From an optimization exercise on the open Yosys and OpenROAD flow, aimed at small area, a short achievable clock period and few clock cycles; shortcuts taken in it are not production practice.
Power figures rest on the tool's default switching activity, not on a simulated workload.

== P ==
==> module pair_sequencer, before the edit <==
module pair_sequencer
(
	input logic clk,
	input logic reset,
	input logic start,
	input fft_pkg::level_t level,
	input logic wr_last,
	output logic busy,
	output logic done,
	output logic rs_run,
	output logic rs_start,
	output logic rs_valid,
	output logic rs_last,
	output logic rs_bypass,
	output logic [2:0] rs_ri0,
	output logic [2:0] rs_ri1,
	output logic rs_swap,
	output fft_pkg::pair_t rs_k,
	output logic [1:0] rs_start_sel
);
	logic run;
	logic start_acc;
	fft_pkg::level_t lvl, lvl_eff;
	fft_pkg::pair_t pc, pc_next;
	fft_pkg::pair_t mask;
	fft_pkg::addr_t ea, oa;
	logic [2:0] ri0_q, ri1_q;
	logic swap_q;
	fft_pkg::pair_t k_q;
	assign start_acc = start && !busy && !reset;
	assign lvl_eff = run ? lvl : level;
	assign pc_next = run ? pc + 1'b1 : 3'd1;
	assign mask = fft_pkg::pair_t'(3'b111 >> lvl_eff);
	assign ea = {1'b0, pc_next & mask} | ({1'b0, pc_next & ~mask} << 1);
	assign oa = ea | (fft_pkg::addr_t'(8) >> lvl_eff);
	assign rs_run = run;
	assign rs_start = start_acc;
	assign rs_valid = run || start_acc;
	assign rs_last = run && (pc == 3'd7);
	assign rs_bypass = run ? !lvl[1] : !level[1];
	assign rs_ri0 = ri0_q;
	assign rs_ri1 = ri1_q;
	assign rs_swap = swap_q;
	assign rs_k = run ? k_q : 3'd0;
	assign rs_start_sel = level;
	assign done = wr_last;
	always_ff @(posedge clk)
	begin
		if (reset)
		begin
			run <= 1'b0;
			busy <= 1'b0;
			pc <= '0;
		end
		else
		begin
			if (start_acc)
			begin
				run <= 1'b1;
				busy <= 1'b1;
				pc <= 3'd1;
			end
			else if (run)
			begin
				pc <= pc + 1'b1;
				if (pc == 3'd7) run <= 1'b0;
			end
			if (wr_last) busy <= 1'b0;
		end
	end
	always_ff @(posedge clk)
	begin
		if (start_acc) lvl <= level;
		swap_q <= ^ea;
		ri0_q <= (^ea) ? oa[2:0] : ea[2:0];
		ri1_q <= (^ea) ? ea[2:0] : oa[2:0];
		k_q <= pc_next & ~mask;
	end
endmodule
==> module sample_buffer, before the edit <==
module sample_buffer
(
	input logic clk,
	input logic run,
	input logic [2:0] ri0,
	input logic [2:0] ri1,
	input logic [1:0] start_sel,
	output logic [31:0] rd0,
	output logic [31:0] rd1,
	output logic [31:0] x0_start,
	output logic [31:0] xs_start,
	input logic we0,
	input logic [2:0] wi0,
	input logic [31:0] wd0,
	input logic we1,
	input logic [2:0] wi1,
	input logic [31:0] wd1,
	input fft_pkg::addr_t rd_addr,
	output fft_pkg::sample_t rd_real,
	output fft_pkg::sample_t rd_imag
);
	logic [31:0] bank0 [0:7];
	logic [31:0] bank1 [0:7];
	logic [2:0] ri0_eff, ri1_eff;
	assign ri0_eff = run ? ri0 : rd_addr[2:0];
	assign ri1_eff = run ? ri1 : rd_addr[2:0];
	assign rd0 = bank0[ri0_eff];
	assign rd1 = bank1[ri1_eff];
	assign x0_start = bank0[0];
	always_comb
	begin
		case (start_sel)
			2'd0: xs_start = bank1[0];
			2'd1: xs_start = bank1[4];
			2'd2: xs_start = bank1[2];
			default: xs_start = bank1[1];
		endcase
	end
	always_ff @(posedge clk)
	begin
		{rd_real, rd_imag} <= (^rd_addr) ? rd1 : rd0;
	end
	always_ff @(posedge clk)
	begin
		if (we0) bank0[wi0] <= wd0;
		if (we1) bank1[wi1] <= wd1;
	end
endmodule
==> module fft_stage_top, before the edit <==
module fft_stage_top
(
	input logic clk,
	input logic reset,
	input logic start,
	input fft_pkg::level_t level,
	input logic load_en,
	input fft_pkg::addr_t load_addr,
	input fft_pkg::sample_t load_real,
	input fft_pkg::sample_t load_imag,
	input fft_pkg::addr_t rd_addr,
	output logic busy,
	output logic done,
	output fft_pkg::sample_t rd_real,
	output fft_pkg::sample_t rd_imag
);
	logic rs_run, rs_start, rs_valid, rs_last, rs_bypass, rs_swap;
	logic [2:0] rs_ri0, rs_ri1;
	fft_pkg::pair_t rs_k;
	logic [1:0] rs_start_sel;
	logic [31:0] rd0, rd1, x0_start, xs_start;
	logic bf_we, bf_last;
	logic [2:0] bf_wi0, bf_wi1;
	logic [31:0] bf_wd0, bf_wd1;
	logic we0, we1;
	logic [2:0] wi0, wi1;
	logic [31:0] wd0, wd1;
	logic load_par;
	pair_sequencer u_seq
	(
		.clk(clk), .reset(reset), .start(start), .level(level), .wr_last(bf_last),
		.busy(busy), .done(done), .rs_run(rs_run), .rs_start(rs_start), .rs_valid(rs_valid),
		.rs_last(rs_last), .rs_bypass(rs_bypass), .rs_ri0(rs_ri0), .rs_ri1(rs_ri1),
		.rs_swap(rs_swap), .rs_k(rs_k), .rs_start_sel(rs_start_sel)
	);
	butterfly u_bfly
	(
		.clk(clk), .reset(reset), .rs_start(rs_start), .rs_valid(rs_valid),
		.rs_last(rs_last), .rs_bypass(rs_bypass), .rs_ri0(rs_ri0), .rs_ri1(rs_ri1),
		.rs_swap(rs_swap), .rs_k(rs_k), .rs_level(rs_start_sel),
		.rd0(rd0), .rd1(rd1), .x0_start(x0_start), .xs_start(xs_start),
		.wr_valid(bf_we), .wr_last(bf_last),
		.wi0(bf_wi0), .wd0(bf_wd0), .wi1(bf_wi1), .wd1(bf_wd1)
	);
	assign load_par = ^load_addr;
	assign we0 = bf_we || (load_en && !load_par);
	assign we1 = bf_we || (load_en && load_par);
	assign wi0 = bf_we ? bf_wi0 : load_addr[2:0];
	assign wi1 = bf_we ? bf_wi1 : load_addr[2:0];
	assign wd0 = bf_we ? bf_wd0 : {load_real, load_imag};
	assign wd1 = bf_we ? bf_wd1 : {load_real, load_imag};
	sample_buffer u_buf
	(
		.clk(clk), .run(rs_run), .ri0(rs_ri0), .ri1(rs_ri1), .start_sel(rs_start_sel),
		.rd0(rd0), .rd1(rd1), .x0_start(x0_start), .xs_start(xs_start),
		.we0(we0), .wi0(wi0), .wd0(wd0), .we1(we1), .wi1(wi1), .wd1(wd1),
		.rd_addr(rd_addr), .rd_real(rd_real), .rd_imag(rd_imag)
	);
endmodule
Settings: LEC_CHECK=0, CAP_MARGIN=20, CORE_MARGIN=2, CORE_UTILIZATION=50, SETUP_SLACK_MARGIN=4.5, SLEW_MARGIN=20; clock period 8.5 ns.
run.sh (not shown) runs the stock make flow with config.mk's settings and CLKGATE_MAP_FILE= SYNTH_SCRIPT=/design/flow/synth_recipe.tcl, a recipe that flattens the netlist after the stock synthesis.
Relative to P, the following input files were edited for Q:
--- a/flow/design.v
+++ b/flow/design.v
@@ -21,5 +21,4 @@
 	output logic busy,
 	output logic done,
-	output logic rs_run,
 	output logic rs_start,
 	output logic rs_valid,
@@ -47,5 +46,4 @@
 	assign ea = {1'b0, pc_next & mask} | ({1'b0, pc_next & ~mask} << 1);
 	assign oa = ea | (fft_pkg::addr_t'(8) >> lvl_eff);
-	assign rs_run = run;
 	assign rs_start = start_acc;
 	assign rs_valid = run || start_acc;
@@ -95,5 +93,4 @@
 (
 	input logic clk,
-	input logic run,
 	input logic [2:0] ri0,
 	input logic [2:0] ri1,
@@ -115,9 +112,6 @@
 	logic [31:0] bank0 [0:7];
 	logic [31:0] bank1 [0:7];
-	logic [2:0] ri0_eff, ri1_eff;
-	assign ri0_eff = run ? ri0 : rd_addr[2:0];
-	assign ri1_eff = run ? ri1 : rd_addr[2:0];
-	assign rd0 = bank0[ri0_eff];
-	assign rd1 = bank1[ri1_eff];
+	assign rd0 = bank0[ri0];
+	assign rd1 = bank1[ri1];
 	assign x0_start = bank0[0];
 	always_comb
@@ -132,5 +126,8 @@
 	always_ff @(posedge clk)
 	begin
-		{rd_real, rd_imag} <= (^rd_addr) ? rd1 : rd0;
+		if (^rd_addr)
+			{rd_real, rd_imag} <= bank1[rd_addr[2:0]];
+		else
+			{rd_real, rd_imag} <= bank0[rd_addr[2:0]];
 	end
 	always_ff @(posedge clk)
@@ -938,5 +935,5 @@
 	output fft_pkg::sample_t rd_imag
 );
-	logic rs_run, rs_start, rs_valid, rs_last, rs_bypass, rs_swap;
+	logic rs_start, rs_valid, rs_last, rs_bypass, rs_swap;
 	logic [2:0] rs_ri0, rs_ri1;
 	fft_pkg::pair_t rs_k;
@@ -953,5 +950,5 @@
 	(
 		.clk(clk), .reset(reset), .start(start), .level(level), .wr_last(bf_last),
-		.busy(busy), .done(done), .rs_run(rs_run), .rs_start(rs_start), .rs_valid(rs_valid),
+		.busy(busy), .done(done), .rs_start(rs_start), .rs_valid(rs_valid),
 		.rs_last(rs_last), .rs_bypass(rs_bypass), .rs_ri0(rs_ri0), .rs_ri1(rs_ri1),
 		.rs_swap(rs_swap), .rs_k(rs_k), .rs_start_sel(rs_start_sel)
@@ -975,5 +972,5 @@
 	sample_buffer u_buf
 	(
-		.clk(clk), .run(rs_run), .ri0(rs_ri0), .ri1(rs_ri1), .start_sel(rs_start_sel),
+		.clk(clk), .ri0(rs_ri0), .ri1(rs_ri1), .start_sel(rs_start_sel),
 		.rd0(rd0), .rd1(rd1), .x0_start(x0_start), .xs_start(xs_start),
 		.we0(we0), .wi0(wi0), .wd0(wd0), .we1(we1), .wi1(wi1), .wd1(wd1),
==> comparison <==
Across P and Q, the outcome is the same: a clean finish for every run. Height of the die was lower in P than in Q. [Q vs P] area of the placeable core: higher in Q. Between P and Q, the flow reports final non-filler cell area increasing slightly. Instance count after placement with tap cells included: P vs Q, no meaningful difference. Q packs its core more loosely than P. Diff P -> Q | number of filler instances in the final layout | up by a few percent. STATUS clock period minus worst slack: Q wins against P. Summary of the comparison: total global-route track usage is higher in Q, relative to P. The post-synthesis share of cell area spent on xor and xnor gates of Q is lower than that of P. From P to Q the numbers moved as follows: setup slack shows an increase of 0.63 ns, number of well taps shows an increase of 2.6%, total power shows an increase of 12%, wire length shows an increase of about 7%.
Function was not checked in any run of this note: the RTL went through the layout flow alone.

==> static timing again, ports no longer ideal <==
No port has a modelled driver above. Below, the same layouts with a new extraction and two added sets of constraints. Step 1 sets driving cells, clkbuf_16 on the clock port and buf_2 on the other inputs (assumed; they add their load-dependent delay and slew). Step 2, shift: input delay + t, output delay - t, t = (earliest + latest rising clock arrival at the registers) / 2. This alone moves slack from input paths to output paths. Slacks: ideal / step 1 / step 2; pairs: ideal / step 1.
run	shift t [ns]	slack for setup (ns)	slew at the worst register clock pin (ns)
P	0.744	3.353 / 3.353 / 2.777	0.07 / 0.07
Q	0.759	3.984 / 3.984 / 3.758	0.06 / 0.06
After both steps every run listed still meets setup and hold. The setup slack of P, which loses most, moves by 0.000 ns with the drivers and by -0.576 ns with both steps.
